This is an optimization exercise on Yosys and OpenROAD, whose aim is small area, a short achievable clock period and few clock cycles, not a production implementation.
In this exercise RTL edits were held to simulation tests only and were not proved equivalent to the original.
Power and IR drop assume default switching activity.

==> design.v <==
package systolic_pkg;
    localparam int GRID_SIZE = 4;
    localparam int DATA_WIDTH = 8;
    localparam int ACC_WIDTH  = 20;
    localparam int NUM_DIGITS = DATA_WIDTH / 2;
    localparam int DVEC_WIDTH = 3 * NUM_DIGITS;
    localparam int HALF = GRID_SIZE / 2;
endpackage
`timescale 1ns/1ps
import systolic_pkg::*;
module operand_prep (
    input  logic                            clk,
    input  logic                            rst,
    input  logic                            in_req,
    input  logic                            in_first,
    input  logic                            in_last,
    input  logic [GRID_SIZE*DATA_WIDTH-1:0] a_col,
    input  logic [GRID_SIZE*DATA_WIDTH-1:0] b_row,
    output logic                            in_ack,
    output logic                            start,
    output logic                            acc_en,
    output logic                            acc_clear,
    output logic                            acc_clear_d,
    output logic                            acc_fin,
    output logic [HALF*DVEC_WIDTH-1:0]      a_op,
    output logic [GRID_SIZE*DATA_WIDTH-1:0] b_op
);
    function automatic logic [2:0] booth_digit(input logic [2:0] g);
        booth_digit[0] = g[1] ^ g[0];
        booth_digit[1] = (g[2] & ~g[1] & ~g[0]) | (~g[2] & g[1] & g[0]);
        booth_digit[2] = g[2];
    endfunction
    function automatic logic [DVEC_WIDTH-1:0] booth_recode(input logic [DATA_WIDTH-1:0] v);
        logic [DATA_WIDTH:0] ext;
        ext = {v, 1'b0};
        for (int k = 0; k < NUM_DIGITS; k++) begin
            booth_recode[3*k +: 3] = booth_digit(ext[2*k +: 3]);
        end
    endfunction
    logic                       accept;
    logic                       ph_a;
    logic                       ph_b;
    logic                       ph_c;
    logic                       run_first;
    logic                       run_last;
    logic                       last_d;
    logic [HALF*DVEC_WIDTH-1:0] a_hi_dig;
    logic [HALF*DVEC_WIDTH-1:0] a_lo_dig;
    logic [HALF*DATA_WIDTH-1:0] a_lo_q;
    assign accept = in_req & ~in_ack;
    assign start  = accept & in_first;
    always_ff @(posedge clk or negedge rst) begin
        if (!rst) begin
            in_ack <= 1'b0;
            ph_a   <= 1'b0;
            ph_b   <= 1'b0;
            ph_c   <= 1'b0;
            acc_en <= 1'b0;
        end else begin
            in_ack <= in_req;
            ph_a   <= accept;
            ph_b   <= ph_a;
            ph_c   <= ph_b;
            acc_en <= ph_a | ph_b;
        end
    end
    always_comb begin
        for (int r = 0; r < HALF; r++) begin
            a_hi_dig[r*DVEC_WIDTH +: DVEC_WIDTH] = booth_recode(a_col[(r+HALF)*DATA_WIDTH +: DATA_WIDTH]);
            a_lo_dig[r*DVEC_WIDTH +: DVEC_WIDTH] = booth_recode(a_lo_q[r*DATA_WIDTH +: DATA_WIDTH]);
        end
    end
    always_ff @(posedge clk) begin
        a_lo_q <= a_col[0 +: HALF*DATA_WIDTH];
        a_op   <= accept ? a_hi_dig : a_lo_dig;
    end
    always_ff @(posedge clk) begin
        if (accept) begin
            run_first <= in_first;
            run_last  <= in_last;
            b_op      <= b_row;
        end
        if (ph_a) begin
            last_d  <= run_last;
        end
        acc_clear_d <= run_first;
    end
    assign acc_clear = run_first;
    assign acc_fin   = ph_c & last_d;
endmodule
`timescale 1ns/1ps
import systolic_pkg::*;
module booth_pe (
    input  logic                    clk,
    input  logic                    en,
    input  logic                    clear,
    input  logic                    clear_d,
    input  logic [3*NUM_DIGITS-1:0] d,
    input  logic [DATA_WIDTH-1:0]   b,
    output logic [ACC_WIDTH-1:0]    x,
    output logic [ACC_WIDTH-1:0]    y
);
    logic pp0_0;
    logic pp0_1;
    logic pp0_2;
    logic pp0_3;
    logic pp0_4;
    logic pp0_5;
    logic pp0_6;
    logic pp0_7;
    logic pp0_8;
    logic pp0_8n;
    logic pp1_0;
    logic pp1_1;
    logic pp1_2;
    logic pp1_3;
    logic pp1_4;
    logic pp1_5;
    logic pp1_6;
    logic pp1_7;
    logic pp1_8;
    logic pp1_8n;
    logic pp2_0;
    logic pp2_1;
    logic pp2_2;
    logic pp2_3;
    logic pp2_4;
    logic pp2_5;
    logic pp2_6;
    logic pp2_7;
    logic pp2_8;
    logic pp2_8n;
    logic pp3_0;
    logic pp3_1;
    logic pp3_2;
    logic pp3_3;
    logic pp3_4;
    logic pp3_5;
    logic pp3_6;
    logic pp3_7;
    logic pp3_8;
    logic pp3_8n;
    logic s1_1;
    logic s1_2;
    logic s1_3;
    logic s1_4;
    logic s1_5;
    logic s1_6;
    logic s1_7;
    logic s1_8;
    logic s1_9;
    logic s1_10;
    logic s1_11;
    logic s1_12;
    logic s1_13;
    logic s1_14;
    logic s1_15;
    logic s1_16;
    logic s1_17;
    logic s1_18;
    logic s1_19;
    logic s1_20;
    logic s1_21;
    logic s1_22;
    logic s1_23;
    logic s1_24;
    logic s1_25;
    logic s1_26;
    logic s1_27;
    logic s1_28;
    logic s1_29;
    logic s1_30;
    logic s1_31;
    logic s1_32;
    logic s1_33;
    logic s1_34;
    logic s1_35;
    logic s1_36;
    logic s1_37;
    logic s1_38;
    logic s1_39;
    logic s1_40;
    logic s1_41;
    logic s1_42;
    logic s1_43;
    logic s1_44;
    logic s1_45;
    logic s1_46;
    logic s1_47;
    logic s1_48;
    logic s1_49;
    logic s1_50;
    logic s1_51;
    logic s1_52;
    logic s1_53;
    logic s1_54;
    logic s1_55;
    logic s1_56;
    logic s1_57;
    logic s1_58;
    logic s1_59;
    logic s1_60;
    logic s1_61;
    logic s1_62;
    logic s1_63;
    logic s1_64;
    logic s1_65;
    logic s1_66;
    logic s1_67;
    logic s1_68;
    logic s1_69;
    logic s1_70;
    logic s1_71;
    logic s1_72;
    logic s1_73;
    logic s1_74;
    logic s1_75;
    logic s1_76;
    logic s1_77;
    logic s1_78;
    logic r0_q0;
    logic r1_q0;
    logic r0_q1;
    logic r1_q1;
    logic r0_q2;
    logic r1_q2;
    logic r0_q3;
    logic r1_q3;
    logic r0_q4;
    logic r1_q4;
    logic r0_q5;
    logic r1_q5;
    logic r0_q6;
    logic r1_q6;
    logic r0_q7;
    logic r1_q7;
    logic r0_q8;
    logic r1_q8;
    logic r0_q9;
    logic r1_q9;
    logic r0_q10;
    logic r1_q10;
    logic r0_q11;
    logic r1_q11;
    logic r0_q12;
    logic r1_q12;
    logic r0_q13;
    logic r1_q13;
    logic r0_q14;
    logic r1_q14;
    logic c_q;
    logic [ACC_WIDTH-1:0] yb;
    logic [ACC_WIDTH-1:0] y_nxt;
    logic [ACC_WIDTH-1:0] base;
    logic [ACC_WIDTH-1:0] row0;
    logic [ACC_WIDTH-1:0] row1;
    assign y_nxt = en ? x : y;
    assign base  = clear ? '0 : y_nxt;
    assign yb    = clear_d ? '0 : y;
    assign pp0_0 = (d[0] & b[0]) ^ d[2];
    assign pp0_1 = ((d[0] & b[1]) | (d[1] & b[0])) ^ d[2];
    assign pp0_2 = ((d[0] & b[2]) | (d[1] & b[1])) ^ d[2];
    assign pp0_3 = ((d[0] & b[3]) | (d[1] & b[2])) ^ d[2];
    assign pp0_4 = ((d[0] & b[4]) | (d[1] & b[3])) ^ d[2];
    assign pp0_5 = ((d[0] & b[5]) | (d[1] & b[4])) ^ d[2];
    assign pp0_6 = ((d[0] & b[6]) | (d[1] & b[5])) ^ d[2];
    assign pp0_7 = ((d[0] & b[7]) | (d[1] & b[6])) ^ d[2];
    assign pp0_8 = ((d[0] & b[7]) | (d[1] & b[7])) ^ d[2];
    assign pp0_8n = ~pp0_8;
    assign pp1_0 = (d[3] & b[0]) ^ d[5];
    assign pp1_1 = ((d[3] & b[1]) | (d[4] & b[0])) ^ d[5];
    assign pp1_2 = ((d[3] & b[2]) | (d[4] & b[1])) ^ d[5];
    assign pp1_3 = ((d[3] & b[3]) | (d[4] & b[2])) ^ d[5];
    assign pp1_4 = ((d[3] & b[4]) | (d[4] & b[3])) ^ d[5];
    assign pp1_5 = ((d[3] & b[5]) | (d[4] & b[4])) ^ d[5];
    assign pp1_6 = ((d[3] & b[6]) | (d[4] & b[5])) ^ d[5];
    assign pp1_7 = ((d[3] & b[7]) | (d[4] & b[6])) ^ d[5];
    assign pp1_8 = ((d[3] & b[7]) | (d[4] & b[7])) ^ d[5];
    assign pp1_8n = ~pp1_8;
    assign pp2_0 = (d[6] & b[0]) ^ d[8];
    assign pp2_1 = ((d[6] & b[1]) | (d[7] & b[0])) ^ d[8];
    assign pp2_2 = ((d[6] & b[2]) | (d[7] & b[1])) ^ d[8];
    assign pp2_3 = ((d[6] & b[3]) | (d[7] & b[2])) ^ d[8];
    assign pp2_4 = ((d[6] & b[4]) | (d[7] & b[3])) ^ d[8];
    assign pp2_5 = ((d[6] & b[5]) | (d[7] & b[4])) ^ d[8];
    assign pp2_6 = ((d[6] & b[6]) | (d[7] & b[5])) ^ d[8];
    assign pp2_7 = ((d[6] & b[7]) | (d[7] & b[6])) ^ d[8];
    assign pp2_8 = ((d[6] & b[7]) | (d[7] & b[7])) ^ d[8];
    assign pp2_8n = ~pp2_8;
    assign pp3_0 = (d[9] & b[0]) ^ d[11];
    assign pp3_1 = ((d[9] & b[1]) | (d[10] & b[0])) ^ d[11];
    assign pp3_2 = ((d[9] & b[2]) | (d[10] & b[1])) ^ d[11];
    assign pp3_3 = ((d[9] & b[3]) | (d[10] & b[2])) ^ d[11];
    assign pp3_4 = ((d[9] & b[4]) | (d[10] & b[3])) ^ d[11];
    assign pp3_5 = ((d[9] & b[5]) | (d[10] & b[4])) ^ d[11];
    assign pp3_6 = ((d[9] & b[6]) | (d[10] & b[5])) ^ d[11];
    assign pp3_7 = ((d[9] & b[7]) | (d[10] & b[6])) ^ d[11];
    assign pp3_8 = ((d[9] & b[7]) | (d[10] & b[7])) ^ d[11];
    assign pp3_8n = ~pp3_8;
    assign s1_1 = pp0_4 ^ pp1_2;
    assign s1_2 = pp0_4 & pp1_2;
    assign s1_3 = pp0_5 ^ pp1_3;
    assign s1_4 = pp0_5 & pp1_3;
    assign s1_5 = pp0_6 ^ pp1_4 ^ pp2_2;
    assign s1_6 = (pp0_6 & pp1_4) | (pp0_6 & pp2_2) | (pp1_4 & pp2_2);
    assign s1_7 = pp3_0 ^ d[11];
    assign s1_8 = pp3_0 & d[11];
    assign s1_9 = pp0_7 ^ pp1_5 ^ pp2_3;
    assign s1_10 = (pp0_7 & pp1_5) | (pp0_7 & pp2_3) | (pp1_5 & pp2_3);
    assign s1_11 = pp3_1 ^ base[7];
    assign s1_12 = pp3_1 & base[7];
    assign s1_13 = pp0_8n ^ pp1_6 ^ pp2_4;
    assign s1_14 = (pp0_8n & pp1_6) | (pp0_8n & pp2_4) | (pp1_6 & pp2_4);
    assign s1_15 = pp3_2 ^ base[8] ^ 1'b1;
    assign s1_16 = (pp3_2 & base[8]) | (pp3_2 & 1'b1) | (base[8] & 1'b1);
    assign s1_17 = pp1_7 ^ pp2_5 ^ pp3_3;
    assign s1_18 = (pp1_7 & pp2_5) | (pp1_7 & pp3_3) | (pp2_5 & pp3_3);
    assign s1_19 = base[9] ^ 1'b1;
    assign s1_20 = base[9] & 1'b1;
    assign s1_21 = pp1_8n ^ pp2_6 ^ pp3_4;
    assign s1_22 = (pp1_8n & pp2_6) | (pp1_8n & pp3_4) | (pp2_6 & pp3_4);
    assign s1_23 = pp2_7 ^ pp3_5;
    assign s1_24 = pp2_7 & pp3_5;
    assign s1_25 = pp0_2 ^ pp1_0;
    assign s1_26 = pp0_2 & pp1_0;
    assign s1_27 = pp0_3 ^ pp1_1;
    assign s1_28 = pp0_3 & pp1_1;
    assign s1_29 = s1_1 ^ pp2_0 ^ d[8];
    assign s1_30 = (s1_1 & pp2_0) | (s1_1 & d[8]) | (pp2_0 & d[8]);
    assign s1_31 = s1_2 ^ s1_3 ^ pp2_1;
    assign s1_32 = (s1_2 & s1_3) | (s1_2 & pp2_1) | (s1_3 & pp2_1);
    assign s1_33 = s1_4 ^ s1_5 ^ s1_7;
    assign s1_34 = (s1_4 & s1_5) | (s1_4 & s1_7) | (s1_5 & s1_7);
    assign s1_35 = s1_6 ^ s1_8 ^ s1_9;
    assign s1_36 = (s1_6 & s1_8) | (s1_6 & s1_9) | (s1_8 & s1_9);
    assign s1_37 = s1_10 ^ s1_12 ^ s1_13;
    assign s1_38 = (s1_10 & s1_12) | (s1_10 & s1_13) | (s1_12 & s1_13);
    assign s1_39 = s1_14 ^ s1_16 ^ s1_17;
    assign s1_40 = (s1_14 & s1_16) | (s1_14 & s1_17) | (s1_16 & s1_17);
    assign s1_41 = s1_18 ^ s1_20 ^ s1_21;
    assign s1_42 = (s1_18 & s1_20) | (s1_18 & s1_21) | (s1_20 & s1_21);
    assign s1_43 = s1_22 ^ s1_23 ^ base[11];
    assign s1_44 = (s1_22 & s1_23) | (s1_22 & base[11]) | (s1_23 & base[11]);
    assign s1_45 = s1_24 ^ pp2_8n ^ pp3_6;
    assign s1_46 = (s1_24 & pp2_8n) | (s1_24 & pp3_6) | (pp2_8n & pp3_6);
    assign s1_47 = pp3_7 ^ base[13];
    assign s1_48 = pp3_7 & base[13];
    assign s1_49 = pp0_0 ^ d[2];
    assign s1_50 = pp0_0 & d[2];
    assign s1_51 = pp0_1 ^ base[1];
    assign s1_52 = pp0_1 & base[1];
    assign s1_53 = s1_25 ^ d[5] ^ base[2];
    assign s1_54 = (s1_25 & d[5]) | (s1_25 & base[2]) | (d[5] & base[2]);
    assign s1_55 = s1_26 ^ s1_27 ^ base[3];
    assign s1_56 = (s1_26 & s1_27) | (s1_26 & base[3]) | (s1_27 & base[3]);
    assign s1_57 = s1_28 ^ s1_29 ^ base[4];
    assign s1_58 = (s1_28 & s1_29) | (s1_28 & base[4]) | (s1_29 & base[4]);
    assign s1_59 = s1_30 ^ s1_31 ^ base[5];
    assign s1_60 = (s1_30 & s1_31) | (s1_30 & base[5]) | (s1_31 & base[5]);
    assign s1_61 = s1_32 ^ s1_33 ^ base[6];
    assign s1_62 = (s1_32 & s1_33) | (s1_32 & base[6]) | (s1_33 & base[6]);
    assign s1_63 = s1_34 ^ s1_35 ^ s1_11;
    assign s1_64 = (s1_34 & s1_35) | (s1_34 & s1_11) | (s1_35 & s1_11);
    assign s1_65 = s1_36 ^ s1_37 ^ s1_15;
    assign s1_66 = (s1_36 & s1_37) | (s1_36 & s1_15) | (s1_37 & s1_15);
    assign s1_67 = s1_38 ^ s1_39 ^ s1_19;
    assign s1_68 = (s1_38 & s1_39) | (s1_38 & s1_19) | (s1_39 & s1_19);
    assign s1_69 = s1_40 ^ s1_41 ^ base[10];
    assign s1_70 = (s1_40 & s1_41) | (s1_40 & base[10]) | (s1_41 & base[10]);
    assign s1_71 = s1_42 ^ s1_43 ^ 1'b1;
    assign s1_72 = (s1_42 & s1_43) | (s1_42 & 1'b1) | (s1_43 & 1'b1);
    assign s1_73 = s1_44 ^ s1_45 ^ base[12];
    assign s1_74 = (s1_44 & s1_45) | (s1_44 & base[12]) | (s1_45 & base[12]);
    assign s1_75 = s1_46 ^ s1_47 ^ 1'b1;
    assign s1_76 = (s1_46 & s1_47) | (s1_46 & 1'b1) | (s1_47 & 1'b1);
    assign s1_77 = s1_48 ^ pp3_8n ^ base[14];
    assign s1_78 = (s1_48 & pp3_8n) | (s1_48 & base[14]) | (pp3_8n & base[14]);
    always_ff @(posedge clk) begin
        r0_q0 <= s1_49;
        r1_q0 <= base[0];
        r0_q1 <= s1_50;
        r1_q1 <= s1_51;
        r0_q2 <= s1_52;
        r1_q2 <= s1_53;
        r0_q3 <= s1_54;
        r1_q3 <= s1_55;
        r0_q4 <= s1_56;
        r1_q4 <= s1_57;
        r0_q5 <= s1_58;
        r1_q5 <= s1_59;
        r0_q6 <= s1_60;
        r1_q6 <= s1_61;
        r0_q7 <= s1_62;
        r1_q7 <= s1_63;
        r0_q8 <= s1_64;
        r1_q8 <= s1_65;
        r0_q9 <= s1_66;
        r1_q9 <= s1_67;
        r0_q10 <= s1_68;
        r1_q10 <= s1_69;
        r0_q11 <= s1_70;
        r1_q11 <= s1_71;
        r0_q12 <= s1_72;
        r1_q12 <= s1_73;
        r0_q13 <= s1_74;
        r1_q13 <= s1_75;
        r0_q14 <= s1_76;
        r1_q14 <= s1_77;
        c_q <= s1_78;
    end
    assign row0[0] = r0_q0;
    assign row0[1] = r0_q1;
    assign row0[2] = r0_q2;
    assign row0[3] = r0_q3;
    assign row0[4] = r0_q4;
    assign row0[5] = r0_q5;
    assign row0[6] = r0_q6;
    assign row0[7] = r0_q7;
    assign row0[8] = r0_q8;
    assign row0[9] = r0_q9;
    assign row0[10] = r0_q10;
    assign row0[11] = r0_q11;
    assign row0[12] = r0_q12;
    assign row0[13] = r0_q13;
    assign row0[14] = r0_q14;
    assign row0[15] = yb[15];
    assign row0[16] = yb[16];
    assign row0[17] = yb[17];
    assign row0[18] = yb[18];
    assign row0[19] = yb[19];
    assign row1[0] = r1_q0;
    assign row1[1] = r1_q1;
    assign row1[2] = r1_q2;
    assign row1[3] = r1_q3;
    assign row1[4] = r1_q4;
    assign row1[5] = r1_q5;
    assign row1[6] = r1_q6;
    assign row1[7] = r1_q7;
    assign row1[8] = r1_q8;
    assign row1[9] = r1_q9;
    assign row1[10] = r1_q10;
    assign row1[11] = r1_q11;
    assign row1[12] = r1_q12;
    assign row1[13] = r1_q13;
    assign row1[14] = r1_q14;
    assign row1[15] = ~c_q;
    assign row1[16] = ~c_q;
    assign row1[17] = ~c_q;
    assign row1[18] = ~c_q;
    assign row1[19] = ~c_q;
    always_ff @(posedge clk) begin
        if (en) begin
            x <= row0 + row1;
        end
    end
    always_ff @(posedge clk) begin
        y <= y_nxt;
    end
endmodule
`timescale 1ns/1ps
import systolic_pkg::*;
module pe_grid (
    input  logic                                     clk,
    input  logic                                     en,
    input  logic                                     clear,
    input  logic                                     clear_d,
    input  logic [HALF*DVEC_WIDTH-1:0]               a_op,
    input  logic [GRID_SIZE*DATA_WIDTH-1:0]          b_op,
    output logic [GRID_SIZE*GRID_SIZE*ACC_WIDTH-1:0] acc
);
    for (genvar r = 0; r < HALF; r++) begin : g_row
        for (genvar j = 0; j < GRID_SIZE; j++) begin : g_col
            booth_pe i_pe (
                .clk   (clk),
                .en    (en),
                .clear   (clear),
                .clear_d (clear_d),
                .d     (a_op[r*DVEC_WIDTH +: DVEC_WIDTH]),
                .b     (b_op[j*DATA_WIDTH +: DATA_WIDTH]),
                .x     (acc[(r*GRID_SIZE+j)*ACC_WIDTH +: ACC_WIDTH]),
                .y     (acc[((r+HALF)*GRID_SIZE+j)*ACC_WIDTH +: ACC_WIDTH])
            );
        end
    end
endmodule
`timescale 1ns/1ps
import systolic_pkg::*;
module result_collector (
    input  logic clk,
    input  logic rst,
    input  logic start,
    input  logic fin,
    output logic done
);
    always_ff @(posedge clk or negedge rst) begin
        if (!rst) begin
            done <= 1'b0;
        end else if (start) begin
            done <= 1'b0;
        end else if (fin) begin
            done <= 1'b1;
        end
    end
endmodule
`timescale 1ns/1ps
import systolic_pkg::*;
module systolic_mac_top (
    input  logic                                     clk,
    input  logic                                     rst,
    input  logic                                     in_req,
    input  logic                                     in_first,
    input  logic                                     in_last,
    input  logic [GRID_SIZE*DATA_WIDTH-1:0]          a_col,
    input  logic [GRID_SIZE*DATA_WIDTH-1:0]          b_row,
    output logic                                     in_ack,
    output logic [GRID_SIZE*GRID_SIZE*ACC_WIDTH-1:0] c_mat,
    output logic                                     done
);
    logic                            start;
    logic                            acc_en;
    logic                            acc_clear;
    logic                            acc_clear_d;
    logic                            acc_fin;
    logic [HALF*DVEC_WIDTH-1:0]      a_op;
    logic [GRID_SIZE*DATA_WIDTH-1:0] b_op;
    operand_prep i_operand_prep (
        .clk       (clk),
        .rst       (rst),
        .in_req    (in_req),
        .in_first  (in_first),
        .in_last   (in_last),
        .a_col     (a_col),
        .b_row     (b_row),
        .in_ack    (in_ack),
        .start     (start),
        .acc_en    (acc_en),
        .acc_clear   (acc_clear),
        .acc_clear_d (acc_clear_d),
        .acc_fin   (acc_fin),
        .a_op      (a_op),
        .b_op      (b_op)
    );
    pe_grid i_pe_grid (
        .clk   (clk),
        .en    (acc_en),
        .clear   (acc_clear),
        .clear_d (acc_clear_d),
        .a_op  (a_op),
        .b_op  (b_op),
        .acc   (c_mat)
    );
    result_collector i_result_collector (
        .clk      (clk),
        .rst      (rst),
        .start    (start),
        .fin      (acc_fin),
        .done     (done)
    );
endmodule
==> flow/run.sh <==
#!/bin/bash
# The standard layout (the standard.sh, standard synthesis included), with one change:
# the buffers that placement puts on every input and output port are sky130_fd_sc_hd__buf_1
# instead of the delay cell ORFS picks by default (clkdlybuf4s50_1, twice the area of buf_2).
set -euo pipefail
bash standard.sh 'BUFFER_PORTS_ARGS=-buffer_cell sky130_fd_sc_hd__buf_1' finish > standard_flow.log 2>&1
==> standard.sh <==
#!/bin/bash
# synth_recipe.tcl (not shown) runs the flow's synth.tcl, then flattens the netlist and writes it again
# the make line also repeats each setting of config.mk as NAME=value (left out here)
make -C /OpenROAD-flow-scripts/flow DESIGN_CONFIG=/design/flow/config.mk WORK_HOME=/design/flow/orfs CLKGATE_MAP_FILE= SYNTH_SCRIPT=/design/flow/synth_recipe.tcl "${@:-finish}"
==> config.mk <==
export PLATFORM = sky130hd
export DESIGN_NAME = systolic_mac_top
export DESIGN_NICKNAME = systolic_mac_top
export VERILOG_FILES = /design/flow/design.v
export SDC_FILE = /design/flow/constraint.sdc
export NUM_CORES = 4
export LEC_CHECK = 0
export CAP_MARGIN = 20
export CORE_MARGIN = 2
export CORE_UTILIZATION = 40
export CTS_CLUSTER_DIAMETER = 100
export CTS_CLUSTER_SIZE = 20
export SETUP_SLACK_MARGIN = 2.7
export SLEW_MARGIN = 20
export TNS_END_PERCENT = 100
==> constraint.sdc <==
create_clock -name core_clock -period 5.5 [get_ports {clk}]
set_input_delay 1.1000 -clock core_clock [delete_from_list [all_inputs] [get_ports {clk}]]
set_output_delay 1.1000 -clock core_clock [all_outputs]
set_load 0.01 [all_outputs]
==> summary.md, run 1 <==
| Metric | Value |
|---|---|
| Maximum clock frequency | `0.365 GHz` |
| Synthesized area | `0.0364 mm²` |
| Sw Share | `40.1%` |
| Register area | `0.0155 mm²` |
| Initial core utilization | `40.4%` |
| FF+latch count, synth | `650` |
| Worst-Margin Slew | `0.691 ns` |
| Period utilization | `49.9%` |
| Max cap viols | `0` |
| Register area share after synthesis | `42.3%` |
| WS Path Type | `flop to flop` |
| Die Wd | `306 µm` |
| I/O pins | `391` |
| Clock Power Share | `13.2%` |
| H-tree Lvls | `2` |
| WP depth | `7` |
| Worst-path clk slew | `0.08 ns` |
| Reg2reg path depth | `7` |
| Port Buffers | `390` |
| IR drop worst, VDD | `0.000336 V` |
| Die footprint | `0.0934 mm²` |
| Slowest library cell on the worst path | `fa_2` |
| CTS root buf | `clkbuf_16` |
| Ys async rst share | `0.923%` |
| Routed WL per cell | `19.1 µm` |
| Multi-input logic area | `0.0198 mm²` |
| Crit start category | `flop` |
| Die height | `306 µm` |
| Worst setup EP type | `flop` |
| NetSw | `9.82 mW` |
| Total number of vias | `24900` |
| Initial antenna violation count | `5` |
| RSZ-0062 raised after global routing | `yes` |
| Clock sink total | `650` |
| Max stage delay on crit path | `0.55 ns` |
| # setup viols final | `0` |
| Post-DP HPWL | `66.9 mm` |
| Final Critical Period | `2.74 ns` |
| Drt total wl | `92.2 mm` |
| Synth unique cells | `71` |
| Synth Flop Type | `dfxtp_1` |
| Arr. time, crit path | `3.27 ns` |
| Top delay family on crit path | `adder cells` |
| Crit Path Max Fanout | `14` |
| Site row count | `110` |
| Comb pwr share | `51.0%` |
| Hold/Removal Path Class | `input port to asynchronous set/reset pin` |
| Seq pwr share | `35.8%` |
| Ys Warns | `3` |
| DRT Pass-1 Iters | `5` |
| Cts-stage hold buffer count | `0` |
| Cells after Synth | `3222` |
| Initial DRC Count | `1490` |
| Number of synthesized flops with an enable pin | `235` |
| Clock buffer depth | `3` |
| Pwr/cell area | `588 mW/mm²` |
| Commonest non-fill, non-tap cell in the layout | `buf_1` |
| Final Hold Slack | `0.372 ns` |
| CP Data Required Time | `6.03 ns` |
| Final ANT Viol Nets | `0` |
| Largest net degree at the start of global routing | `73` |
| Via/cell ratio | `5.16` |
| Drt drc | `0` |
| CTS tree | `built` |
| Nets@finish | `4129` |
| Leak | `16.6 nW` |
| Core area | `0.0900 mm²` |
| Clk latency of the worst-skew pair | `0.60 ns` |
| Setup Skew | `0.0258 ns` |
| P&R area growth vs syn | `14.5%` |
| Avg Inst Size Synth | `11.3 µm²` |
| P_int | `14.6 mW` |
| Commonest cells after routing, fill and taps aside | `buf_1 (390), dfxtp_1 (389), xnor2_1 (293)` |
| Inserted Diodes | `0` |
| Headroom to the max-slew limit | `53.9%` |
| Final Hold Fails | `0` |
| Syn Nets | `3737` |
| Final Slew Violations | `0` |
| Fill cells | `8493` |
| Placer congestion estimate | `0.820` |
| Status | `timing/DRC/antenna clean` |
| CTS buffer count | `41` |
| First-pass GRT wire length | `142 mm` |
| Gr ovfl total | `0` |
| Total GRT Usage | `19.2%` |
| Share of cells above drive strength 1 | `11.7%` |
| Worst path bufs/invs | `3` |
| Vias in the first global route | `24700` |
| Critical-path cell list | `buf_4 > xnor2_1 > fa_1 > inv_1 > fa_1 > inv_1 > fa_2` |
| Post-route setup TNS | `0 ns` |
==> area by class of cell <==
type | instances | area share (%)
clock buffers | 64 | 2.82
multi-input cells | 2200 | 47.6
well taps | 1176 | 3.53
clock inverters | 11 | 0.231
inverters | 183 | 1.65
repair buffers | 538 | 6.98
flip-flops and latches | 650 | 37.1
==> state kept, by name, indices dropped and copies added, names as in the netlist, 16 cells and up <==
register and cells:
i_operand_prep.a_op 24, i_pe_grid.g_row.g_col.i_pe.x 160, i_pe_grid.g_row.g_col.i_pe.y 160, i_operand_prep.b_op 32, i_operand_prep.a_lo_q 16
==> routing by layer <==
layer  wire length [µm]  track usage, %  part of all wire [%]
met3               5760            3.74                   6.3
met2              42400            31.0                    46
met4               1860            4.39                   2.0
met5                 33               0                 0.036
met1              42200            26.6                    46
==> synth_stat cells (9+ instances only) <==
| cell type | instances | area [µm²] |
|---|---|---|
| nor3_1 | 26 | 130 |
| dfxtp_1 | 409 | 8190 |
| nand3_1 | 29 | 145 |
| xor2_1 | 127 | 1110 |
| a211oi_1 | 23 | 173 |
| a21o_1 | 46 | 345 |
| nor2b_1 | 161 | 1010 |
| o21ai_0 | 104 | 521 |
| nand4_1 | 11 | 68.8 |
| ha_1 | 246 | 3080 |
| nor2_1 | 107 | 402 |
| o21a_1 | 12 | 90.1 |
| o31ai_1 | 9 | 67.6 |
| fa_1 | 200 | 4000 |
| and2_1 | 18 | 113 |
| a31oi_1 | 9 | 56.3 |
| inv_1 | 183 | 687 |
| nand2_1 | 106 | 398 |
| o21bai_1 | 25 | 188 |
| clkbuf_1 | 169 | 634 |
| mux2_2 | 138 | 1550 |
| a21oi_1 | 128 | 641 |
| xnor2_1 | 293 | 2570 |
| buf_1 | 20 | 75.1 |
| edfxtp_1 | 235 | 7060 |
| a22oi_1 | 225 | 1690 |
| nand2b_1 | 39 | 244 |
| o211ai_1 | 11 | 82.6 |
==> logic make-up after synthesis <==
group / share of synthesized area (%)
and+or+nand+nor: 7.63
buffers and inverters: 3.84
muxes: 4.44
xor gates and xnor gates: 10.1
adders and majority gates: 19.5
AOI/OAI and AO/OA: 12.2
DFF: 42.3
==> what timing repair did <==
| action | 4_1_cts | 5_1_grt |
|---|---|---|
| gates cloned | 0 | 0 |
| gates resized for setup | 37 | 32 |
| buffers inserted | 92 | 8 |
| pin swaps | 1 | 4 |
| endpoints found under the setup margin | 142 | 74 |
| hold endpoints to repair | 0 | 0 |
==> metrics by stage <==
stage	power, mW	utilization (%)	cells	area [µm²]	setup slack (ns)
final	24.5	46.3	4822	41600	2.76
after global routing	26.7	46.3	4822	41600	2.69
after CTS	24.7	46.0	4814	41400	2.69
after detailed placement	21.2	43.5	4647	39100	2.19
after global placement	21.0	43.5	4647	39100	2.24
after floorplan	17.6	-	3222	36600	1.50
==> power by group through the flow <==
stage	Combinational (mW)	Sequential, mW	Clock, mW
final	12.5	8.76	3.22
after global routing	14.2	8.99	3.52
after CTS	12.5	8.81	3.34
after detailed placement	12.2	8.95	0
after global placement	12.1	8.96	0
after floorplan	8.59	9.04	0
==> worst paths after layout <==
kind	slack [ns]	from	to
worst max-delay path	2.76	i_operand_prep.a_op[8]	i_pe_grid.g_row[0].g_col[3].i_pe.r1_q10
worst min-delay path	0.37	rst	i_operand_prep.in_ack
worst max register to register	2.76	i_operand_prep.a_op[8]	i_pe_grid.g_row[0].g_col[3].i_pe.r1_q10
worst min register to register	0.38	i_operand_prep.ph_b	i_operand_prep.ph_c
max in group asynchronous	4.84	rst	i_operand_prep.acc_en
min in group core_clock	0.38	i_operand_prep.ph_b	i_operand_prep.ph_c
Testbench counts, summed over its fixed seeds: cycles 3,614.
==> run 2, diff against run 1 <==
--- a/config.mk
+++ b/config.mk
@@ -10,6 +10,6 @@
 export CORE_UTILIZATION = 40
 export CTS_CLUSTER_DIAMETER = 100
 export CTS_CLUSTER_SIZE = 20
-export SETUP_SLACK_MARGIN = 2.7
+export SETUP_SLACK_MARGIN = 2.8
 export SLEW_MARGIN = 20
 export TNS_END_PERCENT = 100
==> run 2 against run 1 <==
  * Design area grew 1.7%
  * Hold slack got worse by 0.0016 ns
  * Critical path depth unchanged
  * Area after synthesis is the same
  * Final cell count increased by 1.1%
  * Global-route usage grew 0.27 points
  * Sequential share of layout area down 0.61 points
  * Register-to-register slack better by 0.08 ns
  * Core utilization increased by 0.81 points
  * Total power up 0.76%
==> summary.md, run 2 <==
| Metric | Value |
|---|---|
| Multi-input logic area | `0.0200 mm² (was 0.0198 mm²)` |
| Number of synthesized flops with an enable pin | `235 (unchanged)` |
| Status | `timing/DRC/antenna clean (unchanged)` |
| I/O pins | `391 (unchanged)` |
| Final Critical Period | `2.66 ns (was 2.74 ns)` |
| Drt drc | `0 (unchanged)` |
| P&R area growth vs syn | `16.5% (was 14.5%)` |
| Core area | `0.0900 mm² (unchanged)` |
| IR drop worst, VDD | `0.000334 V (was 0.000336 V)` |
| Largest net degree at the start of global routing | `73 (unchanged)` |
| Headroom to the max-slew limit | `54.3% (was 53.9%)` |
| CTS root buf | `clkbuf_16 (unchanged)` |
| Ys Warns | `3 (unchanged)` |
| Area contributors post-synth | `dfxtp_1 (23%), edfxtp_1 (19%), fa_1 (11%) (unchanged)` |
| Die height | `306 µm (unchanged)` |
| Port Buffers | `390 (unchanged)` |
| Initial core utilization | `40.4% (unchanged)` |
| Setup Skew | `0.0266 ns (was 0.0258 ns)` |
| Nets@finish | `4181 (was 4129)` |
| Synth unique cells | `71 (unchanged)` |
| Fill cells | `8449 (was 8493)` |
| Cts-stage hold buffer count | `0 (unchanged)` |
| Via/cell ratio | `5.15 (was 5.16)` |
| Share of cells above drive strength 1 | `13.9% (was 11.7%)` |
| Post-route setup TNS | `0 ns (unchanged)` |
| Total number of vias | `25100 (was 24900)` |
| H-tree Lvls | `2 (unchanged)` |
| DRT Pass-1 Iters | `5 (unchanged)` |
| Synth Flop Type | `dfxtp_1 (unchanged)` |
| CTS buffer count | `41 (unchanged)` |
| RSZ-0062 raised after global routing | `yes (unchanged)` |
| Drt total wl | `95.1 mm (was 92.2 mm)` |
| Worst setup EP type | `flop (unchanged)` |
| Placer congestion estimate | `0.820 (unchanged)` |
| Commonest non-fill, non-tap cell in the layout | `buf_1 (unchanged)` |
| Site row count | `110 (unchanged)` |
| Clock sink total | `650 (unchanged)` |
| Synth area leader | `dfxtp_1 (unchanged)` |
| # setup viols final | `0 (unchanged)` |
| Routed WL per cell | `19.5 µm (was 19.1 µm)` |
| Ys async rst share | `0.923% (unchanged)` |
| Leak | `16.9 nW (was 16.6 nW)` |
| Largest regs | `i_pe_grid.g_row.g_col.i_pe.x (160), i_pe_grid.g_row.g_col.i_pe.y (160), i_operand_prep.b_op (32) (unchanged)` |
| Period utilization | `48.4% (was 49.9%)` |
| Die footprint | `0.0934 mm² (unchanged)` |
| Final Cell Area | `0.0424 mm² (was 0.0416 mm²)` |
| Arr. time, crit path | `3.19 ns (was 3.27 ns)` |
| Final Hold Fails | `0 (unchanged)` |
| Final ANT Viol Nets | `0 (unchanged)` |
| Crit Path Max Fanout | `14 (unchanged)` |
| Synthesized area | `0.0364 mm² (unchanged)` |
| Count leader, synth | `dfxtp_1 (unchanged)` |
| Final Slew Violations | `0 (unchanged)` |
| Hold/Removal Path Class | `input port to asynchronous set/reset pin (unchanged)` |
| CP Data Required Time | `6.03 ns (about the same)` |
| Avg Inst Size Synth | `11.3 µm² (unchanged)` |
| Max stage delay on crit path | `0.55 ns (about the same)` |
| Pwr/cell area | `582 mW/mm² (was 588 mW/mm²)` |
| Clock buffer depth | `3 (unchanged)` |
| Register area | `0.0155 mm² (about the same)` |
| FF+latch count, synth | `650 (unchanged)` |
| Slowest library cell on the worst path | `dfxtp_4 (was fa_2)` |
| Commonest cells after routing, fill and taps aside | `buf_1 (390), dfxtp_1 (386), xnor2_1 (293) (was buf_1 (390), dfxtp_1 (389), xnor2_1 (293))` |
| Initial DRC Count | `1451 (was 1490)` |
| Critical-path cell list | `buf_6 > xnor2_1 > fa_1 > inv_1 > fa_1 > inv_1 > fa_2 (was buf_4 > xnor2_1 > fa_1 > inv_1 > fa_1 > inv_1 > fa_2)` |
| Vias in the first global route | `24900 (was 24700)` |
| Total GRT Usage | `19.4% (was 19.2%)` |
| First-pass GRT wire length | `143 mm (was 142 mm)` |
| Max cap viols | `0 (unchanged)` |
| Synth top cells by count | `dfxtp_1 (409), xnor2_1 (293), ha_1 (246), edfxtp_1 (235), a22oi_1 (225) (unchanged)` |
| Worst-Margin Slew | `0.686 ns (was 0.691 ns)` |
| Crit start category | `flop (unchanged)` |
| Initial antenna violation count | `5 (unchanged)` |
| WS Path Type | `flop to flop (unchanged)` |
| Worst-path clk slew | `0.08 ns (about the same)` |
| CTS tree | `built (unchanged)` |
| Post-DP HPWL | `66.9 mm (unchanged)` |
| Syn Nets | `3737 (unchanged)` |
| Die Wd | `306 µm (unchanged)` |
| Maximum clock frequency | `0.376 GHz (was 0.365 GHz)` |
| Clk latency of the worst-skew pair | `0.60 ns (about the same)` |
| Gr ovfl total | `0 (unchanged)` |
| Area share of the largest cell type after synthesis | `22.5% (unchanged)` |
| Cells after Synth | `3222 (unchanged)` |
| Area of placed instances | `0.0391 mm² (unchanged)` |
| Register area share after synthesis | `42.3% (unchanged)` |
## run 2: what timing repair did
| action | in CTS | in global routing |
|---|---|---|
| setup buffers | 109 | 41 |
| cloned | 0 | 2 |
| pin swaps | 5 | 35 |
| hold endpoints to repair | 0 | 0 |
| gates resized for setup | 64 | 74 |
| setup endpoints to repair | 174 | 76 |
## run 2: final cells by class
| class | count | area share [%] |
|---|---|---|
| inverters | 183 | 1.62 |
| well taps | 1176 | 3.47 |
| diodes | 1 | 0.00591 |
| flip-flops and latches | 650 | 36.5 |
| repair buffers | 590 | 8.15 |
| clock buffers | 64 | 2.78 |
| clock inverters | 11 | 0.227 |
| multi-input cells | 2200 | 47.2 |
## run 2: layer usage
metal	up-vias	GRT usage, %	routed length (µm)
li1	12100	-	-
met5	-	0	32
met1	12300	26.9	43600
met3	106	4.06	6090
met2	666	31.3	43500
met4	6	4.43	1870
## run 2: power breakdown
group	switching, mW	total (mW)	internal [mW]
logic	7.12	12.7	5.56
registers	1.07	8.75	7.68
clock network	1.71	3.23	1.51
total	9.90	24.7	14.7
## run 2: logic make-up (layout without fill, tap and decap cells)
logic type	count (synthesis)	count (layout)	synth area share, %
compound gates	655	655	12.2
flops	650	650	42.3
simple gates	535	535	7.63
fa+ha+maj	446	446	19.5
xor+xnor	420	420	10.1
buf+inv	372	848	3.84
mux	144	144	4.44
other cells	0	1	0
## run 2: path summary, 6_finish.rpt
check	start	endpoint	slack (ns)	cells past startpoint
max in group asynchronous	rst	i_operand_prep.acc_en	4.85	1
min reg2reg	i_operand_prep.ph_b	i_operand_prep.ph_c	0.38	0
max reg2reg	i_operand_prep.a_op[8]	i_pe_grid.g_row[0].g_col[3].i_pe.r1_q10	2.84	7
max	i_operand_prep.a_op[8]	i_pe_grid.g_row[0].g_col[3].i_pe.r1_q10	2.84	7
min	rst	i_operand_prep.in_ack	0.37	1
min in group core_clock	i_operand_prep.ph_b	i_operand_prep.ph_c	0.38	0
## run 2: stage by stage
stage                     worst slack [ns]  utilization (%)  instances  power, mW  hold WS [ns]
after floorplan                       1.50                -       3222       17.6         0.347
after global placement                2.24             43.5       4647       21.0         0.352
after detailed placement              2.19             43.5       4647       21.2         0.357
after CTS                             2.79             46.3       4831       24.8         0.348
after global routing                  2.69             47.1       4874       26.9         0.368
final                                 2.84             47.1       4875       24.7         0.370
## run 2: worst max-delay path: cells and delay by family (launching register included)
family	cells	cell delay (ns)
buf+inv	3	0.37
xor+xnor	1	0.12
flops	1	0.55
fa+ha+maj	3	1.53
==> run 3, diff against run 2 <==
--- a/config.mk
+++ b/config.mk
@@ -5,6 +5,7 @@
 export SDC_FILE = /design/flow/constraint.sdc
 export NUM_CORES = 4
 export LEC_CHECK = 0
+export ABC_AREA = 1
 export CAP_MARGIN = 20
 export CORE_MARGIN = 2
 export CORE_UTILIZATION = 40
==> run 3 against run 2 <==
  * Sequential power down 3.9%
  * Via count up 23%
  * Critical endpoint is now i_pe_grid.g_row[1].g_col[0].i_pe.r1_q6
  * Final cell count up 26%
  * Routed wire length up 26%
  * Still clean
  * Combinational power about the same
  * Largest cell class unchanged
  * Die area up 7.1%
  * Sequential share of layout area down 2.4 points
==> summary.md, run 3 <==
| Metric | Value |
|---|---|
| RSZ-0062 raised after global routing | `yes (unchanged)` |
| Final Slew Violations | `0 (unchanged)` |
| Headroom to the max-slew limit | `30.9% (was 54.3%)` |
| Total GRT Usage | `23.3% (was 19.4%)` |
| Leak | `21.1 nW (was 16.9 nW)` |
| Clk latency of the worst-skew pair | `0.66 ns (was 0.60 ns)` |
| Critical-path cell list | `inv_4 > o22ai_1 > xor2_1 > fa_1 > inv_2 > fa_1 > fa_1 (was buf_6 > xnor2_1 > fa_1 > inv_1 > fa_1 > inv_1 > fa_2)` |
| Reg-to-reg endpoint | `i_pe_grid.g_row[1].g_col[0].i_pe.r1_q6 (was i_pe_grid.g_row[0].g_col[3].i_pe.r1_q10)` |
| Final ANT Viol Nets | `0 (unchanged)` |
| Synth top cells by count | `nand2_1 (1204), inv_1 (532), dfxtp_1 (409), xor2_1 (342), ha_1 (246) (was dfxtp_1 (409), xnor2_1 (293), ha_1 (246), edfxtp_1 (235), a22oi_1 (225))` |
| Initial antenna violation count | `10 (was 5)` |
| Power, Total | `24.7 mW (about the same)` |
| Total number of vias | `30900 (was 25100)` |
| Register area share after synthesis | `39.5% (was 42.3%)` |
| Arr. time, crit path | `3.23 ns (was 3.19 ns)` |
| Synth area leader | `dfxtp_1 (unchanged)` |
| Period utilization | `49.6% (was 48.4%)` |
| Largest net degree at the start of global routing | `56 (was 73)` |
| Max stage delay on crit path | `0.56 ns (was 0.55 ns)` |
| R2r setup slk | `2.77 ns (was 2.84 ns)` |
| Clock buffer depth | `3 (unchanged)` |
| I/O pins | `391 (unchanged)` |
| Drt total wl | `120 mm (was 95.1 mm)` |
| Most used cell, CP | `fa_1` |
| Site row count | `114 (was 110)` |
| Count leader, synth | `nand2_1 (was dfxtp_1)` |
| Synth Flop Type | `dfxtp_1 (unchanged)` |
| Crit Path Max Fanout | `28 (was 14)` |
| Crit start category | `flop (unchanged)` |
| Synthesized area | `0.0390 mm² (was 0.0364 mm²)` |
| Via/cell ratio | `5.02 (was 5.15)` |
| Avg Inst Size Synth | `8.88 µm² (was 11.3 µm²)` |
| Syn Nets | `4905 (was 3737)` |
| Core area | `0.0967 mm² (was 0.0900 mm²)` |
| WS Path Type | `flop to flop (unchanged)` |
| FF+latch count, synth | `650 (unchanged)` |
| First-pass GRT wire length | `177 mm (was 143 mm)` |
| Die Wd | `316 µm (was 306 µm)` |
| Reg2reg path depth | `7 (unchanged)` |
| CTS root buf | `clkbuf_16 (unchanged)` |
| Worst path bufs/invs | `2 (was 3)` |
| Worst setup EP type | `flop (unchanged)` |
| Commonest non-fill, non-tap cell in the layout | `nand2_1 (was buf_1)` |
| Synth unique cells | `41 (was 71)` |
| Setup Skew | `0.0428 ns (was 0.0266 ns)` |
| Maximum clock frequency | `0.366 GHz (was 0.376 GHz)` |
| Cells after Synth | `4390 (was 3222)` |
| Vias in the first global route | `29700 (was 24900)` |
| Area contributors post-synth | `dfxtp_1 (21%), edfxtp_1 (18%), nand2_1 (12%) (was dfxtp_1 (23%), edfxtp_1 (19%), fa_1 (11%))` |
| Initial core utilization | `40.3% (was 40.4%)` |
| Post-route setup TNS | `0 ns (unchanged)` |
| Placer congestion estimate | `0.890 (was 0.820)` |
| CTS buffer count | `41 (unchanged)` |
| Ys Warns | `3 (unchanged)` |
| Max cap viols | `0 (unchanged)` |
| CTS tree | `built (unchanged)` |
| Die height | `316 µm (was 306 µm)` |
| Slowest library cell on the worst path | `fa_1 (was dfxtp_4)` |
| Ys async rst share | `0.923% (unchanged)` |
| WP depth | `7 (unchanged)` |
| Commonest cells after routing, fill and taps aside | `nand2_1 (1203), inv_1 (495), dfxtp_1 (392) (was buf_1 (390), dfxtp_1 (386), xnor2_1 (293))` |
| Final Hold Fails | `0 (unchanged)` |
| DRT Pass-1 Iters | `6 (was 5)` |
| CP Data Required Time | `6.00 ns (was 6.03 ns)` |
| Hold/Removal Path Class | `input port to asynchronous set/reset pin (unchanged)` |
| # setup viols final | `0 (unchanged)` |
| IR drop worst, VDD | `0.000269 V (was 0.000334 V)` |
| Drt drc | `0 (unchanged)` |
| Nets@finish | `5358 (was 4181)` |
| Placed insts | `5945 (was 4647)` |
| Die footprint | `0.100 mm² (was 0.0934 mm²)` |
| Initial DRC Count | `2422 (was 1451)` |
| Clock sink total | `650 (unchanged)` |
| Final cell count without fillers | `6153 (was 4875)` |
| Worst-path clk slew | `0.09 ns (was 0.08 ns)` |
| Gr ovfl total | `0 (unchanged)` |
| Top delay family on crit path | `adder cells (unchanged)` |
| Port Buffers | `390 (unchanged)` |
| Cts-stage hold buffer count | `0 (unchanged)` |
| Area share of the largest cell type after synthesis | `21.0% (was 22.5%)` |
| Largest regs | `i_pe_grid.g_row.g_col.i_pe.x (160), i_pe_grid.g_row.g_col.i_pe.y (160), i_operand_prep.b_op (32) (unchanged)` |
| Status | `timing/DRC/antenna clean (unchanged)` |
| Share of cells above drive strength 1 | `10.9% (was 13.9%)` |
| P&R area growth vs syn | `16.0% (was 16.5%)` |
| H-tree Lvls | `2 (unchanged)` |
| Post-DP HPWL | `85.2 mm (was 66.9 mm)` |
| Final Critical Period | `2.73 ns (was 2.66 ns)` |
| Routed WL per cell | `19.5 µm (about the same)` |
| R2r startpoint | `i_operand_prep.a_op[13] (was i_operand_prep.a_op[8])` |
| Pwr/cell area | `546 mW/mm² (was 582 mW/mm²)` |
| Worst-Margin Slew | `1.03 ns (was 0.686 ns)` |
| Worst Setup SP | `i_operand_prep.a_op[13] (was i_operand_prep.a_op[8])` |
| Number of synthesized flops with an enable pin | `235 (unchanged)` |
run 3: changes by cell type after synthesis, sizes merged, moves of 58 or more:
cell	delta
o21ai	-58
xor2	+215
buf	+104
mux2	-138
o22ai	+222
inv	+386
nand3	+123
clkbuf	-152
nand2	+1114
nor2	+149
xnor2	-278
a22oi	-225
nor2b	-161
a21oi	+94
run 3: through the flow:
stage | util (%) | setup WS, ns | hold slack, ns | area [µm²]
floorplan | - | 1.85 | 0.343 | 39100
global placement | 43.0 | 2.20 | 0.353 | 41600
detailed placement | 43.0 | 2.15 | 0.355 | 41600
CTS | 46.0 | 2.77 | 0.280 | 44400
global route | 46.8 | 2.69 | 0.331 | 45200
finish | 46.8 | 2.77 | 0.309 | 45200
run 3: per-layer routing:
| metal | routed length, µm | up-vias | global-route usage [%] |
|---|---|---|---|
| met5 | 76 | - | 0 |
| met4 | 3440 | 12 | 6.58 |
| met2 | 53600 | 1027 | 36.5 |
| met1 | 53300 | 14700 | 32.1 |
| li1 | - | 15000 | - |
| met3 | 9780 | 179 | 5.49 |
run 3: cell type report:
cell class / count / area [µm²]
Tap cell: 1276 / 1600
Sequential cell: 650 / 15400
Inverter: 570 / 2390
Antenna cell: 1 / 2.50
Clock buffer: 62 / 1110
Fill cell: 9338 / 51500
Timing Repair inverter: 2 / 17.5
Clock inverter: 14 / 135
Multi-Input combinational cell: 3029 / 21100
Timing Repair Buffer: 549 / 3440
run 3: worst max path at each step:
| stage | end | slack [ns] |
|---|---|---|
| after CTS | i_pe_grid.g_row[1].g_col[0].i_pe.r1_q10 | 2.77 |
| after global routing | i_pe_grid.g_row[1].g_col[2].i_pe.r1_q6 | 2.69 |
| after detailed placement | i_pe_grid.g_row[1].g_col[0].i_pe.r1_q10 | 2.15 |
| after global placement | i_pe_grid.g_row[1].g_col[2].i_pe.r1_q10 | 2.20 |
| after floorplan | i_pe_grid.g_row[0].g_col[0].i_pe.r1_q8 | 1.85 |
| final | i_pe_grid.g_row[1].g_col[0].i_pe.r1_q6 | 2.77 |
run 3: repair_timing:
item,4_1_cts,5_1_grt
pin swaps,0,30
endpoints found under the setup margin,161,72
setup buffers,102,16
gates resized for setup,111,110
cloned,6,7
hold endpoints to repair,0,0
run 3: power breakdown:
part           internal [mW]  total, mW  switching [mW]
registers               7.40       8.41            1.01
logic                   4.70       13.0            8.32
clock network           1.45       3.27            1.82
run 3: kinds of logic after synthesis:
family                     after synthesis  share of synthesized area [%]
xor gates and xnor gates               357                           8.02
DFF                                    650                           39.5
and+or+nand+nor                       1694                           17.7
AOI/OAI and AO/OA                      532                           9.14
adders and majority gates              446                           18.2
buffers and inverters                  711                           7.54
==> run 4, diff against run 3 <==
--- a/config.mk
+++ b/config.mk
@@ -5,12 +5,12 @@
 export SDC_FILE = /design/flow/constraint.sdc
 export NUM_CORES = 4
 export LEC_CHECK = 0
-export ABC_AREA = 1
 export CAP_MARGIN = 20
 export CORE_MARGIN = 2
 export CORE_UTILIZATION = 40
 export CTS_CLUSTER_DIAMETER = 100
 export CTS_CLUSTER_SIZE = 20
+export GPL_TIMING_DRIVEN = 0
 export SETUP_SLACK_MARGIN = 2.8
 export SLEW_MARGIN = 20
 export TNS_END_PERCENT = 100
==> run 4 against run 3 <==
  * Combinational power up 8%
  * Still clean on timing, DRC and antenna
  * Area after synthesis down 6.7%
  * Total power up 5.4%
  * Largest power group unchanged
  * Die area down 6.6%
  * Via count down 13%
  * Flip-flop and latch count unchanged
  * Critical path depth up 2
  * Critical endpoint is now i_pe_grid.g_row[1].g_col[3].i_pe.r1_q10
  * Non-clock buffer count up 156
  * Global-route usage up 2.0 points
  * Clock power up 1%
  * Design area up 0.40%
  * Clock skew down 0.0023 ns
==> summary.md, run 4 <==
| Metric | Value |
|---|---|
| Status | `timing/DRC/antenna clean (unchanged)` |
| Initial antenna violation count | `11 (was 10)` |
| Routed WL per cell | `24.2 µm (was 19.5 µm)` |
| Synth Flop Type | `dfxtp_1 (unchanged)` |
| Register area share after synthesis | `42.3% (was 39.5%)` |
| Synth area leader | `dfxtp_1 (unchanged)` |
| CTS root buf | `clkbuf_16 (unchanged)` |
| Placer congestion estimate | `0.952 (was 0.890)` |
| Post-route setup TNS | `0 ns (unchanged)` |
| CTS buffer count | `42 (was 41)` |
| Synthesized area | `0.0364 mm² (was 0.0390 mm²)` |
| Die height | `306 µm (was 316 µm)` |
| Pwr/cell area | `573 mW/mm² (was 546 mW/mm²)` |
| DRT Pass-1 Iters | `6 (unchanged)` |
| I/O pins | `391 (unchanged)` |
| Period utilization | `52.8% (was 49.6%)` |
| Via/cell ratio | `5.38 (was 5.02)` |
| Crit start category | `flop (unchanged)` |
| FF+latch count, synth | `650 (unchanged)` |
| Vias in the first global route | `26400 (was 29700)` |
| CP Data Required Time | `6.04 ns (was 6.00 ns)` |
| Die footprint | `0.0934 mm² (was 0.100 mm²)` |
| Reg-to-reg endpoint | `i_pe_grid.g_row[1].g_col[3].i_pe.r1_q10 (was i_pe_grid.g_row[1].g_col[0].i_pe.r1_q6)` |
| First-pass GRT wire length | `175 mm (was 177 mm)` |
| Core area | `0.0900 mm² (was 0.0967 mm²)` |
| Final Hold Slack | `0.362 ns (was 0.309 ns)` |
| Nets@finish | `4297 (was 5358)` |
| R2r setup slk | `2.60 ns (was 2.77 ns)` |
| Largest regs | `i_pe_grid.g_row.g_col.i_pe.x (160), i_pe_grid.g_row.g_col.i_pe.y (160), i_operand_prep.b_op (32) (unchanged)` |
| Area share of the largest cell type after synthesis | `22.5% (was 21.0%)` |
| Port Buffers | `390 (unchanged)` |
| Number of synthesized flops with an enable pin | `235 (unchanged)` |
| Share of cells above drive strength 1 | `22.7% (was 10.9%)` |
| Post-DP HPWL | `88.4 mm (was 85.2 mm)` |
| Ys async rst share | `0.923% (unchanged)` |
| Drt total wl | `121 mm (was 120 mm)` |
| Arr. time, crit path | `3.45 ns (was 3.23 ns)` |
| Leak | `18.1 nW (was 21.1 nW)` |
| Final Critical Period | `2.90 ns (was 2.73 ns)` |
| Largest net degree at the start of global routing | `40 (was 56)` |
| Register area | `0.0154 mm² (about the same)` |
| Avg Inst Size Synth | `11.3 µm² (was 8.88 µm²)` |
| Worst Setup SP | `i_operand_prep.b_op[30] (was i_operand_prep.a_op[13])` |
| Hold/Removal Path Class | `input port to asynchronous set/reset pin (unchanged)` |
| Headroom to the max-slew limit | `36.2% (was 30.9%)` |
| P&R area growth vs syn | `24.9% (was 16.0%)` |
| IR drop worst, VDD | `0.000350 V (was 0.000269 V)` |
| Ys Warns | `3 (unchanged)` |
| Initial DRC Count | `2100 (was 2422)` |
| Syn Nets | `3737 (was 4905)` |
| Final Slew Violations | `0 (unchanged)` |
| Power, Total | `26.0 mW (was 24.7 mW)` |
| Setup WS pre-CTS | `1.15 ns (was 2.15 ns)` |
| Final ANT Viol Nets | `0 (unchanged)` |
| Final cell count without fillers | `4994 (was 6153)` |
| Total GRT Usage | `25.3% (was 23.3%)` |
| Maximum clock frequency | `0.345 GHz (was 0.366 GHz)` |
| Reg2reg path depth | `9 (was 7)` |
| Worst-Margin Slew | `0.958 ns (was 1.03 ns)` |
| Clock buffer depth | `3 (unchanged)` |
| Fill cells | `8299 (was 9338)` |
| Cells after Synth | `3222 (was 4390)` |
| Synth unique cells | `71 (was 41)` |
| Synth top cells by count | `dfxtp_1 (409), xnor2_1 (293), ha_1 (246), edfxtp_1 (235), a22oi_1 (225) (was nand2_1 (1204), inv_1 (532), dfxtp_1 (409), xor2_1 (342), ha_1 (246))` |
| Die Wd | `306 µm (was 316 µm)` |
| Total number of vias | `26900 (was 30900)` |
| # setup viols final | `0 (unchanged)` |
| Multi-input logic area | `0.0213 mm² (was 0.0211 mm²)` |
| Commonest cells after routing, fill and taps aside | `dfxtp_1 (396), buf_1 (390), xnor2_1 (272) (was nand2_1 (1203), inv_1 (495), dfxtp_1 (392))` |
| Max cap viols | `0 (unchanged)` |
| H-tree Lvls | `2 (unchanged)` |
| Worst setup EP type | `flop (unchanged)` |
| Area contributors post-synth | `dfxtp_1 (23%), edfxtp_1 (19%), fa_1 (11%) (was dfxtp_1 (21%), edfxtp_1 (18%), nand2_1 (12%))` |
| Site row count | `110 (was 114)` |
| Gr ovfl total | `0 (unchanged)` |
| Placed insts | `4797 (was 5945)` |
| Clock sink total | `650 (unchanged)` |
| Setup Skew | `0.0405 ns (was 0.0428 ns)` |
| Worst-path clk slew | `0.08 ns (was 0.09 ns)` |
| Crit Path Max Fanout | `8 (was 28)` |
| R2r startpoint | `i_operand_prep.b_op[30] (was i_operand_prep.a_op[13])` |
| Count leader, synth | `dfxtp_1 (was nand2_1)` |
| Final Cell Area | `0.0454 mm² (was 0.0452 mm²)` |
| Initial core utilization | `40.4% (was 40.3%)` |
| Area of placed instances | `0.0397 mm² (was 0.0416 mm²)` |
| Final core utilization | `50.5% (was 46.8%)` |
| Clk latency of the worst-skew pair | `0.61 ns (was 0.66 ns)` |
| Final Hold Fails | `0 (unchanged)` |
| Critical path endpoint | `i_pe_grid.g_row[1].g_col[3].i_pe.r1_q10 (was i_pe_grid.g_row[1].g_col[0].i_pe.r1_q6)` |
| Commonest non-fill, non-tap cell in the layout | `dfxtp_1 (was nand2_1)` |
| WS Path Type | `flop to flop (unchanged)` |
| Post-route setup slack | `2.60 ns (was 2.77 ns)` |
| Drt drc | `0 (unchanged)` |
| CTS tree | `built (unchanged)` |
| RSZ-0062 raised after global routing | `yes (unchanged)` |
run 4: changes by cell type after synthesis, moves of 95 or more:
cell and change:
a22oi_1 +225, nor2b_1 +161, nand2_1 -1098, clkbuf_1 +152, a21oi_1 -95, nor2_1 -133, o22ai_1 -138, buf_2 -99
inv_1 -349, nand3_1 -103, mux2_2 +138, xor2_1 -215, xnor2_1 +278
run 4: worst min-delay path by stage:
stage / start / end / slack, ns / cells after the start
floorplan: i_operand_prep.ph_b / i_operand_prep.ph_c / 0.35 / 0
global placement: i_operand_prep.ph_b / i_operand_prep.ph_c / 0.35 / 0
detailed placement: i_operand_prep.ph_b / i_operand_prep.ph_c / 0.37 / 0
CTS: rst / i_result_collector.done / 0.35 / 1
global route: rst / i_operand_prep.in_ack / 0.36 / 1
finish: rst / i_operand_prep.in_ack / 0.36 / 1
run 4: kinds of logic after synthesis:
family,after synthesis,share of synthesized area [%]
xor+xnor,420,10.1
simple gates,535,7.63
flops,650,42.3
mux,144,4.44
fa+ha+maj,446,19.5
buf+inv,372,3.84
compound gates,655,12.2
run 4: power breakdown:
part	total, mW	internal (mW)	switching (mW)
Clock	3.31	1.54	1.77
Sequential	8.68	7.68	1.00
Combinational	14.0	6.11	7.94
Total	26.0	15.3	10.7
run 4: timing repair:
item                                    in CTS  in global routing
pin swaps                                  131                182
cloned                                       9                  2
hold buffers                                 0                  0
endpoints found under the setup margin     382                148
setup buffers                               72                 34
resized for setup                          655                289
run 4: metal layers:
layer  wire length, µm  global-route usage, %  vias to the layer above
met2             53900                   38.9                     1115
li1                  -                      -                    12300
met4              4040                   8.15                        8
met3              9870                   4.98                      221
met5                48                      0                        -
met1             53000                   35.6                    13200
run 4: layout make-up:
cell class                      instances  share of cell area (%)
Buffer                                189                    5.13
Antenna cell                            3                  0.0165
Sequential cell                       650                    34.0
Timing Repair Buffer                  516                    6.48
Inverter                              183                    1.51
Clock inverter                          8                   0.234
Multi-Input combinational cell       2200                    46.8
Tap cell                             1176                    3.24
Clock buffer                           69                    2.63
run 4: critical path: stages (launching register included):
cell       delay (ns)
edfxtp_1         0.47
clkbuf_8         0.19
clkbuf_16        0.16
a22oi_2          0.24
xnor2_2          0.10
fa_1             0.51
inv_2            0.04
fa_1             0.55
inv_2            0.05
fa_2             0.52
==> run 5, diff against run 4 <==
--- a/config.mk
+++ b/config.mk
@@ -9,8 +9,7 @@
 export CORE_MARGIN = 2
 export CORE_UTILIZATION = 40
 export CTS_CLUSTER_DIAMETER = 100
-export CTS_CLUSTER_SIZE = 20
-export GPL_TIMING_DRIVEN = 0
+export CTS_CLUSTER_SIZE = 25
 export SETUP_SLACK_MARGIN = 2.8
 export SLEW_MARGIN = 20
 export TNS_END_PERCENT = 100
==> run 5 against run 4 <==
  * Still clean
  * Count of clock-buffer cells in the layout is 14 lower
  * Fmax is 9.1% higher
  * Core utilization decreased by 3.4 points
  * Critical path depth down 2
  * Critical endpoint is now i_pe_grid.g_row[0].g_col[1].i_pe.r1_q7
  * Largest power group unchanged
==> summary.md, run 5 <==
| Metric | Value |
|---|---|
| Cells after Synth | `3222 (unchanged)` |
| Met2 GRT Util | `31.4% (was 38.9%)` |
| Cts-stage hold buffer count | `0 (unchanged)` |
| Period utilization | `48.4% (was 52.8%)` |
| Clock sink total | `650 (unchanged)` |
| Port Buffers | `390 (unchanged)` |
| CTS tree | `built (unchanged)` |
| Status | `timing/DRC/antenna clean (unchanged)` |
| Routed WL per cell | `19.6 µm (was 24.2 µm)` |
| Total number of vias | `25200 (was 26900)` |
| Worst setup EP type | `flop (unchanged)` |
| Vias in the first global route | `24900 (was 26400)` |
| Top delay family on crit path | `adder cells (unchanged)` |
| Crit Path Max Fanout | `14 (was 8)` |
| Synth unique cells | `71 (unchanged)` |
| Synth top cells by count | `dfxtp_1 (409), xnor2_1 (293), ha_1 (246), edfxtp_1 (235), a22oi_1 (225) (unchanged)` |
| Initial antenna violation count | `5 (was 11)` |
| Most used cell, CP | `fa_1` |
| Worst path bufs/invs | `2 (was 4)` |
| Headroom to the max-slew limit | `53.9% (was 36.2%)` |
| Ys async rst share | `0.923% (unchanged)` |
| Number of synthesized flops with an enable pin | `235 (unchanged)` |
| CTS root buf | `clkbuf_16 (unchanged)` |
| Setup Skew | `0.0418 ns (was 0.0405 ns)` |
| Share of cells above drive strength 1 | `14.3% (was 22.7%)` |
| Met3 Use GR | `3.62% (was 4.98%)` |
| Slowest library cell on the worst path | `fa_1 (unchanged)` |
| P&R area growth vs syn | `16.5% (was 24.9%)` |
| Clk latency of the worst-skew pair | `0.60 ns (was 0.61 ns)` |
| Final core utilization | `47.1% (was 50.5%)` |
| Placed insts | `4647 (was 4797)` |
| First-pass GRT wire length | `143 mm (was 175 mm)` |
| Synthesized area | `0.0364 mm² (unchanged)` |
| Die footprint | `0.0934 mm² (unchanged)` |
| Syn Nets | `3737 (unchanged)` |
| DRT Pass-1 Iters | `5 (was 6)` |
| H-tree Lvls | `2 (unchanged)` |
| Final Critical Period | `2.66 ns (was 2.90 ns)` |
| I/O pins | `391 (unchanged)` |
| Final Cell Area | `0.0424 mm² (was 0.0454 mm²)` |
| Maximum clock frequency | `0.376 GHz (was 0.345 GHz)` |
| Arr. time, crit path | `3.14 ns (was 3.45 ns)` |
| Largest regs | `i_pe_grid.g_row.g_col.i_pe.x (160), i_pe_grid.g_row.g_col.i_pe.y (160), i_operand_prep.b_op (32) (unchanged)` |
| Critical-path cell list | `buf_12 > buf_4 > a22oi_1 > xnor2_1 > fa_1 > fa_1 > fa_1 (was clkbuf_8 > clkbuf_16 > a22oi_2 > xnor2_2 > fa_1 > inv_2 > fa_1 > inv_2 > fa_2)` |
| Site row count | `110 (unchanged)` |
| Area share of the largest cell type after synthesis | `22.5% (unchanged)` |
| Worst-Margin Slew | `0.692 ns (was 0.958 ns)` |
| Final Hold Fails | `0 (unchanged)` |
| Synth Flop Type | `dfxtp_1 (unchanged)` |
| Inserted Diodes | `0 (was 3)` |
| Post-route setup TNS | `0 ns (unchanged)` |
| Count leader, synth | `dfxtp_1 (unchanged)` |
| # setup viols final | `0 (unchanged)` |
| Leak | `16.9 nW (was 18.1 nW)` |
| Ys Warns | `3 (unchanged)` |
| Via/cell ratio | `5.18 (was 5.38)` |
| Initial DRC Count | `1485 (was 2100)` |
| FF+latch count, synth | `650 (unchanged)` |
| IR drop worst, VDD | `0.000335 V (was 0.000350 V)` |
| Area contributors post-synth | `dfxtp_1 (23%), edfxtp_1 (19%), fa_1 (11%) (unchanged)` |
| Max stage delay on crit path | `0.57 ns (was 0.55 ns)` |
| WS Path Type | `flop to flop (unchanged)` |
| RSZ-0062 raised after global routing | `yes (unchanged)` |
| Max cap viols | `0 (unchanged)` |
| Commonest non-fill, non-tap cell in the layout | `buf_1 (was dfxtp_1)` |
| Die height | `306 µm (unchanged)` |
| Pwr/cell area | `578 mW/mm² (was 573 mW/mm²)` |
| Die Wd | `306 µm (unchanged)` |
| Worst-path clk slew | `0.11 ns (was 0.08 ns)` |
| CP Data Required Time | `5.97 ns (was 6.04 ns)` |
| Layer with the highest usage | `met2 (unchanged)` |
| Post-DP HPWL | `66.9 mm (was 88.4 mm)` |
| Clock buffer depth | `3 (unchanged)` |
| Final ANT Viol Nets | `0 (unchanged)` |
| Register area share after synthesis | `42.3% (unchanged)` |
| Largest net degree at the start of global routing | `73 (was 40)` |
| Drt drc | `0 (unchanged)` |
| Drt total wl | `95.2 mm (was 121 mm)` |
| Area of placed instances | `0.0391 mm² (was 0.0397 mm²)` |
| Hold/Removal Path Class | `input port to asynchronous set/reset pin (unchanged)` |
| Commonest cells after routing, fill and taps aside | `buf_1 (390), dfxtp_1 (385), xnor2_1 (291) (was dfxtp_1 (396), buf_1 (390), xnor2_1 (272))` |
| CTS buffer count | `35 (was 42)` |
| Crit start category | `flop (unchanged)` |
| Total GRT Usage | `19.4% (was 25.3%)` |
| Core area | `0.0900 mm² (unchanged)` |
| Final cell count without fillers | `4867 (was 4994)` |
| Synth area leader | `dfxtp_1 (unchanged)` |
| Met1 Use GR | `27.1% (was 35.6%)` |
| Nets@finish | `4180 (was 4297)` |
| Placer congestion estimate | `0.820 (was 0.952)` |
| Gr ovfl total | `0 (unchanged)` |
| Final Slew Violations | `0 (unchanged)` |
| Initial core utilization | `40.4% (unchanged)` |
| Avg Inst Size Synth | `11.3 µm² (unchanged)` |
[run 5: where the power goes]
part           switching, mW  total [mW]  internal, mW
clock network           1.68        3.06          1.38
registers               1.06        8.74          7.67
logic                   7.14        12.7          5.57
[run 5: layout make-up]
type	instances	area [µm²]
well taps	1176	1470
fillers	8422	47600
repair buffers	595	3510
inverters	183	687
multi-input cells	2200	20100
clock buffers	55	1060
clock inverters	8	104
flip-flops and latches	650	15500
[run 5: cell families (layout without fill, tap and decap cells)]
kind of cell | Yosys count | count (layout) | synth area share [%]
AND/OR/NAND/NOR | 535 | 535 | 7.63
XOR/XNOR | 420 | 420 | 10.1
buffers and inverters | 372 | 841 | 3.84
multiplexers | 144 | 144 | 4.44
flip-flops | 650 | 650 | 42.3
AO/OA/AOI/OAI | 655 | 655 | 12.2
adder cells (fa/ha/maj) | 446 | 446 | 19.5
[run 5: per-stage QoR]
step,hold WS [ns],setup WS (ns),power [mW]
final,0.353,2.84,24.5
after global routing,0.366,2.76,26.7
after CTS,0.333,2.79,24.6
after detailed placement,0.357,2.19,21.2
after global placement,0.352,2.24,21.0
after floorplan,0.347,1.50,17.6
[run 5: worst paths after layout]
path	start	endpoint	slack [ns]	cells past startpoint
max	i_operand_prep.b_op[12]	i_pe_grid.g_row[0].g_col[1].i_pe.r1_q7	2.84	7
min	rst	i_result_collector.done	0.35	1
min reg2reg	i_operand_prep.ph_b	i_operand_prep.ph_c	0.38	0
max reg2reg	i_operand_prep.b_op[12]	i_pe_grid.g_row[0].g_col[1].i_pe.r1_q7	2.84	7
min in group core_clock	i_operand_prep.ph_b	i_operand_prep.ph_c	0.38	0
max in group asynchronous	rst	i_operand_prep.acc_en	4.85	1
[run 5: timing repair]
action,4_1_cts,5_1_grt
buffers inserted,108,46
gates resized for setup,62,92
cloned,0,3
pin swaps,2,39
endpoints found under the setup margin,173,73
[run 5: layer usage]
metal  wire length [µm]  share of wire [%]  vias to the layer above
met3               6100                6.4                      100
li1                   -                  -                    12100
met5                 32              0.034                        -
met2              43700                 46                      685
met4               1770                1.9                        6
met1              43600                 46                    12300

Check on run 5: ideal ports give 2.839 ns setup slack; a clkbuf_16 on the clock port and buf_2 on the inputs give 2.839 ns; moving port delays by the midpoint clock arrival (0.639 ns) as well gives 2.513 ns.
